What follows belongs to an exercise in optimizing a design on an open flow for small area, a short achievable clock period and few clock cycles per item; a production flow would make more cautious choices. Where RTL was checked, it was by simulation tests only, not by an equivalence proof against the original. Power and IR drop assume default switching activity.

// fusion_blend_v2
module fusion_blend_v2
#(
  parameter int PIXELS_PER_BEAT = 16,
  parameter int PIX_W           = 8,
  parameter int WGT_W           = 8,
  parameter int IMAGE_DIM       = 512
) (
  input  logic                             clk,
  input  logic                             rst,
  input  logic [1:0]                       mode,
  input  logic                             in_valid,
  output logic                             in_ready,
  input  logic [PIX_W*PIXELS_PER_BEAT-1:0] old_frame,
  input  logic [PIX_W*PIXELS_PER_BEAT-1:0] new_frame,
  input  logic [WGT_W*PIXELS_PER_BEAT-1:0] weight,
  output logic                             out_valid,
  input  logic                             out_ready,
  output logic [PIX_W*PIXELS_PER_BEAT-1:0] fused_frame,
  output logic                             out_last,
  output logic                             frame_done
);
  localparam int BPF   = fusion_pkg::beats_per_frame(IMAGE_DIM, PIXELS_PER_BEAT);
  localparam int CNT_W = fusion_pkg::cnt_width(BPF);
  ...
Size: ~4800 cells after synthesis, ~590 flip-flops, roughly 520 I/O pins.
==> flow/config.mk <==
export PLATFORM = sky130hd
export DESIGN_NAME = fusion_blend_v2
export DESIGN_NICKNAME = fusion_blend_v2
export VERILOG_FILES = /design/flow/design.v
export SDC_FILE = /design/flow/constraint.sdc
export NUM_CORES = 4
export LEC_CHECK = 0
export CAP_MARGIN = 20
export CORE_MARGIN = 2
export CORE_UTILIZATION = 65
export PLACE_DENSITY = 0.72
export SETUP_SLACK_MARGIN = 2.6
export SLEW_MARGIN = 20
==> flow/constraint.sdc <==
create_clock -name core_clock -period 5.5 [get_ports {clk}]
set_input_delay 1.1000 -clock core_clock [delete_from_list [all_inputs] [get_ports {clk}]]
set_output_delay 1.1000 -clock core_clock [all_outputs]
set_load 0.01 [all_outputs]
standard.sh (not shown) runs the stock make flow with config.mk's settings and CLKGATE_MAP_FILE= SYNTH_SCRIPT=/design/flow/synth_recipe.tcl, a recipe that flattens the netlist after the stock synthesis.
==> flow/flow/run.sh <==
#!/bin/bash
# Own layout flow: the standard layout (standard.sh, unchanged synthesis and steps), with
# the port buffers that global placement inserts made plain buffers instead of the default
# delay-buffer cell. Every input and output port still gets its own buffer.
set -euo pipefail
export BUFFER_PORTS_ARGS="-buffer_cell sky130_fd_sc_hd__buf_2"
bash standard.sh > standard.log 2>&1
The starting point completed with no timing, DRC or antenna violations.
Testbench counts at the start, summed over its fixed seeds: cycles 65,548, items 65,536.
Next try:
CAP_MARGIN = 5   (was 20)
CORE_UTILIZATION = 70   (was 65)
CTS_BUF_LIST = sky130_fd_sc_hd__clkbuf_8   (was default)
CTS_CLUSTER_SIZE = 30   (was default)
PLACE_DENSITY = 0.76   (was 0.72)
SETUP_SLACK_MARGIN = 2.8   (was 2.6)
SLEW_MARGIN = 5   (was 20)
After rerunning: The new run completed with no timing, DRC or antenna violations; utilization rose by 6.0 points; worst setup slack improved by 0.094 ns; synthesized cell count does not change; non-clock buffer count rose by 18; routed wire length stays flat; via count rose by 1.5%; cell count fell by 0.54%; flip-flop and latch count does not change.
Next try:
CAP_MARGIN = 20   (was 5)
CORE_UTILIZATION = 65   (was 70)
PLACE_DENSITY = 0.72   (was 0.76)
SETUP_SLACK_MARGIN = 2.6   (was 2.8)
SLEW_MARGIN = 20   (was 5)
Global-route usage went down by 2.2 points.
Critical path depth went down by 3.
Maximum frequency went down by 3.0%.
Total power went down by about 3.4%.
Clock-buffer cell count went up by 1.
First-iteration DRC count went down by 18%.
Hold slack improves by 0.0081 ns.
Synthesized area stays the same.
Sequential share of layout area went up by 0.23 points.
Sequential power went down by about 0.6%.

---

Another version of the RTL of fusion_blend_v2 (not shown whole).
Size in the first run: roughly 4100 cells after synthesis, roughly 470 flip-flops, ~52000 sq um of cells after synthesis.
==> flow/config.mk <==
export PLATFORM = sky130hd
export DESIGN_NAME = fusion_blend_v2
export DESIGN_NICKNAME = fusion_blend_v2
export VERILOG_FILES = /design/flow/design.v
export SDC_FILE = /design/flow/constraint.sdc
export NUM_CORES = 4
export LEC_CHECK = 0
export CAP_MARGIN = 20
export CORE_MARGIN = 2
export CORE_UTILIZATION = 40
export SETUP_SLACK_MARGIN = 1.0
export SLEW_MARGIN = 20
==> flow/constraint.sdc <==
create_clock -name core_clock -period 5.5 [get_ports {clk}]
set_input_delay 1.1000 -clock core_clock [delete_from_list [all_inputs] [get_ports {clk}]]
set_output_delay 1.1000 -clock core_clock [all_outputs]
set_load 0.01 [all_outputs]
run.sh (not shown) runs the stock make flow with config.mk's settings and CLKGATE_MAP_FILE= SYNTH_SCRIPT=/design/flow/synth_recipe.tcl, a recipe that flattens the netlist after the stock synthesis.
Stock flow here: none of the scripts above is used.
Edit:
==> flow/flow/run.sh (new file) <==
#!/bin/bash
# Own layout flow: the standard layout (standard.sh, unchanged synthesis and steps), with
# the port buffers that global placement inserts made plain buffers instead of the default
# delay-buffer cell. Every input and output port still gets its own buffer.
set -euo pipefail
export BUFFER_PORTS_ARGS="-buffer_cell sky130_fd_sc_hd__buf_2"
bash standard.sh > standard.log 2>&1
==> flow/standard.sh (new file) <==
#!/bin/bash
# synth_recipe.tcl (not shown) runs the flow's synth.tcl, then flattens the netlist and writes it again
# the make line also repeats each setting of config.mk as NAME=value (left out here)
make -C /OpenROAD-flow-scripts/flow DESIGN_CONFIG=/design/flow/config.mk WORK_HOME=/design/flow/orfs CLKGATE_MAP_FILE= SYNTH_SCRIPT=/design/flow/synth_recipe.tcl "${@:-finish}"
- SETUP_SLACK_MARGIN: 1.0 -> 2.5
removed: flow/run.sh
Result: The new run passed the timing, design-rule and antenna checks; via count rose by 11%; final area rose by 16%; non-clock buffer count rose by 590; power rose by 13%; area after synthesis stays the same; fmax rose by 9.5%; setup slack improved by 0.38 ns.
No run of this note included a check of the RTL's function; only the layout flow was run.

-- afterwards: timing with drivers on the ports --
The results above use ideal ports. As a check the final layouts listed here were re-extracted and re-timed, cells and wires unchanged. Step 1 assumes that a clkbuf_16 drives the clock port and a buf_2 every other input. Step 2 adds t to the input delays and takes it off the output delays; t is the mean of the earliest and latest rising clock arrival at the registers after step 1. Input paths then give back, and output paths get back, about the clock's delay inside the block. a / b / c = no drivers / after step 1 / after step 2; a / b = the first two.
run	t, ns	slack for setup (ns)	hold slack, ns	worst data-port slew with drivers (ns)	pins driven straight from the clock port
the first run of note 1	0.672	2.643 / 2.643 / 2.006	0.426 / 0.426 / 0.426	0.15	1
the second run of note 1	0.764	2.736 / 2.736 / 2.039	0.416 / 0.416 / 0.416	0.15	1
the third run of note 1	0.772	2.651 / 2.651 / 1.996	0.424 / 0.424 / 0.424	0.16	1
the first run of note 2	0.720	1.077 / 1.002 / 0.700	0.501 / 0.501 / 0.501	0.17	1
the second run of note 2	0.714	1.459 / 1.381 / 1.350	0.495 / 0.495 / 0.495	0.22	1
After both steps every run listed still meets setup and hold. For the second run of note 1, which loses most, drivers alone change the setup slack by 0.000 ns; drivers and shift together by -0.697 ns.
